This is an optimization exercise on Yosys and OpenROAD, whose aim is small area, a short achievable clock period and few clock cycles per item, not a production implementation. The RTL was checked by simulation tests, not by an equivalence proof against the original design. Power figures rest on the tool's default switching activity, not on a simulated workload.

run A:
==> flow/design.v (excerpt) <==
module zone_map_range_pruner (
  input  logic                          clk,
  input  logic                          rst,
  input  logic                          psel,
  input  logic                          penable,
  input  logic                          pwrite,
  input  logic [zmrp_pkg::ADDR_W-1:0]   paddr,
  input  logic [zmrp_pkg::DATA_W-1:0]   pwdata,
  output logic [zmrp_pkg::DATA_W-1:0]   prdata,
  output logic                          pready,
  input  logic                          ranges_valid,
  output logic                          ranges_ready,
  input  logic [zmrp_pkg::KEY_W-1:0]    ranges_range_min_key,
  input  logic [zmrp_pkg::KEY_W-1:0]    ranges_range_max_key,
  input  logic                          ranges_min_known,
  input  logic                          ranges_max_known,
  input  logic                          ranges_min_incl,
  input  logic                          ranges_max_incl,
  input  logic                          ranges_type_conflict,
  input  logic                          ranges_meta_present,
  input  logic                          ranges_meta_current,
  input  logic                          ranges_pred_compatible,
  input  logic [zmrp_pkg::PAGE_W-1:0]   ranges_page_span,
  output logic                          results_valid,
  input  logic                          results_ready,
  output logic                          results_pruned,
  output logic [zmrp_pkg::REASON_W-1:0] results_reason_code,
  output logic [zmrp_pkg::RCNT_W-1:0]   results_ranges_pruned_total,
  output logic [zmrp_pkg::RCNT_W-1:0]   results_ranges_scanned_total,
  output logic [zmrp_pkg::PSUM_W-1:0]   results_pages_pruned_total,
  output logic [zmrp_pkg::PSUM_W-1:0]   results_pages_scanned_total,
  output logic                          results_any_pruned_flag
);
  zmrp_pkg::cfg_t       cfg;
  logic                 cfg_wr;
  logic [REG_IDX_W-1:0] reg_idx;
  logic [7:0]           rd_sel;
  logic                 cls_pruned;
  logic [REASON_W-1:0]  cls_reason;
  zmrp_pkg::cls_t       cls;
  zmrp_pkg::cls_t       head;
  logic                 head_valid;
  logic                 head_ready;
  assign pready  = 1'b1;
  assign cfg_wr  = psel && penable && pwrite;
  assign reg_idx = paddr[ADDR_W-1:3];
  ...
Size: about 2,800 cells after synthesis, about 480 I/O pins, about 0.020 mm^2 of cells after synthesis.
clock: 5.0 ns
lec_check: 0
cap_margin: 20
core_margin: 2
core_utilization: 40
setup_slack_margin: 1.5
slew_margin: 20
standard.sh (not shown) runs the stock make flow with config.mk's settings and CLKGATE_MAP_FILE= SYNTH_SCRIPT=/design/flow/synth_recipe.tcl, a recipe that flattens the netlist after the stock synthesis.
==> flow/flow/run.sh <==
#!/bin/bash
# Layout flow: the standard synthesis, then the combinational logic is
# mapped again by ABC for delay (the registers stay as the standard synthesis
# made them, with the same names and cells), then the standard ORFS layout
# with the port buffers made of plain buf_1 cells.
set -euo pipefail
WORK=$(pwd)
R=$WORK/orfs/results/sky130hd/zone_map_range_pruner/base
PORTBUF="BUFFER_PORTS_ARGS=-buffer_cell sky130_fd_sc_hd__buf_1"
DELAY_PS=$(cat flow/abc_delay_ps)

# 1. standard synthesis, up to the Yosys netlist
bash standard.sh "$PORTBUF" "$R/1_2_yosys.v" > standard_synth.log 2>&1
cp "$R/1_2_yosys.v" "$R/1_2_yosys_standard.v"

# 2. map the combinational logic again, registers kept as they are
LIB=$FLOW_HOME/platforms/sky130hd/lib/sky130_fd_sc_hd__tt_025C_1v80.lib
SEQ=$(grep -oE 'cell \("?sky130_fd_sc_hd__(df|edf|sdf|dl|sdl|ebuf|einv|lpflow|conb)[a-z0-9_]*' "$LIB" \
      | sed 's/cell ("\{0,1\}//' | sort -u | tr '\n' ' ')
DONT=$(grep -oE 'sky130_fd_sc_hd__[a-z0-9_]+' "$FLOW_HOME/platforms/sky130hd/config.mk" \
       | sort -u | sed 's/^/-dont_use /' | tr '\n' ' ')
cat > resynth.ys <<EOS
read_liberty -ignore_miss_func $LIB
blackbox $SEQ
read_verilog $R/1_2_yosys_standard.v
hierarchy -top $FLOW_TOP
flatten
opt_clean
abc -liberty $LIB $DONT -script +strash;dch,-f;map,-D,$DELAY_PS;topo;buffer,-p;upsize,-D,$DELAY_PS;dnsize,-D,$DELAY_PS
opt_clean -purge
hilomap -singleton -hicell sky130_fd_sc_hd__conb_1 HI -locell sky130_fd_sc_hd__conb_1 LO
splitnets
opt_clean -purge
insbuf -buf sky130_fd_sc_hd__buf_4 A X
select $FLOW_TOP
write_verilog -noattr -noexpr -nohex -nodec -selected $R/1_2_yosys.v
select -clear
stat -liberty $LIB
EOS
yosys -s resynth.ys > resynth.log 2>&1
touch "$R/1_2_yosys.v"

# 3. the standard layout from the new netlist
bash standard.sh "$PORTBUF" finish > standard_layout.log 2>&1
==> flow/flow/abc_delay_ps <==
1500
Testbench counts of run A, summed over its fixed seeds: cycles 16,064, items 16,000.
#### Input delta (run B over run A)
# run A
export LEC_CHECK = 0
export CAP_MARGIN = 20
export CORE_MARGIN = 2
export CORE_UTILIZATION = 40
export SETUP_SLACK_MARGIN = 1.5
export SLEW_MARGIN = 20
create_clock -name core_clock -period 5.0 [get_ports {clk}]
# run B
export LEC_CHECK = 0
export CAP_MARGIN = 20
export CORE_MARGIN = 2
export CORE_UTILIZATION = 40
export SLEW_MARGIN = 20
create_clock -name core_clock -period 5.0 [get_ports {clk}]
## What came out
Diff run A -> run B: final instance area roughly the same, slew at the pin closest to its max-slew limit higher, sequential cell count roughly the same.
Diff run A..run B | global route total overflow | unchanged

========
== birch ==
Another version of the RTL of zone_map_range_pruner (not shown whole).
Size in the first run: ~2800 cells after synthesis, about 480 I/O pins, roughly 19000 sq um of cells after synthesis.
clock: 5.0 ns
lec_check: 0
cap_margin: 20
core_margin: 2
core_utilization: 40
setup_slack_margin: 1.5
slew_margin: 20
Scripts as last shown in full above: flow/flow/run.sh, flow/flow/abc_delay_ps
Testbench counts of birch, summed over its fixed seeds: cycles 16,032, items 16,000.
--- input diff birch..cedar ---
- SETUP_SLACK_MARGIN now 2.0, was 1.5
--- a/flow/flow/run.sh
+++ b/flow/flow/run.sh
@@ -43,2 +43,5 @@
 # 3. the standard layout from the new netlist
-bash standard.sh "$PORTBUF" finish > standard_layout.log 2>&1
+EXTRA=()
+if [[ -f flow/pre_resize.tcl ]]; then EXTRA+=("PRE_RESIZE_TCL=$WORK/flow/pre_resize.tcl"); fi
+if [[ -f flow/make_vars ]]; then while read -r v; do [[ -n "$v" ]] && EXTRA+=("$v"); done < flow/make_vars; fi
+bash standard.sh "$PORTBUF" "${EXTRA[@]}" finish > standard_layout.log 2>&1
==> flow/flow/pre_resize.tcl (new file) <==
set_max_fanout 12 [current_design]
Results
Critical path depth in cedar is 3 above birch. cedar against birch: global-route track usage on met3 flat, non-clock buffer count increased by 171 relative to the old numbers, global-route wire length before repair climbed about 8%, top-level port count was more or less identical, layout overhead on the synthesized area now sits higher. Combinational power: cedar > birch.

[re-timing with driven ports]
The results above use ideal ports. As a check the final layouts listed here were re-extracted and re-timed, cells and wires unchanged.
Step 1: set_driving_cell puts a clkbuf_16 on clk and a buf_2 on each other input, an assumption about the parent block.
Step 2 times the ports against the registers' clock, not the clock port: input delays grow and output delays shrink by t, the midpoint of the rising clock arrivals with the driver on.
Three values: ideal, step 1, step 2; two values: the first two.
run | shift t [ns] | setup WS [ns] | slew at the worst register clock pin (ns) | worst data-port slew with drivers (ns)
run A | 0.620 | 1.585 / 1.527 / 1.056 | 0.06 / 0.06 | 0.13
run B | 0.619 | 1.551 / 1.516 / 1.019 | 0.06 / 0.06 | 0.12
birch | 0.603 | 1.584 / 1.536 / 1.018 | 0.06 / 0.06 | 0.13
cedar | 0.614 | 1.661 / 1.693 / 1.079 | 0.06 / 0.06 | 0.14
After both steps setup and hold are still met in every run listed. The setup slack of cedar, which loses most, moves by +0.032 ns with the drivers and by -0.582 ns with both steps.
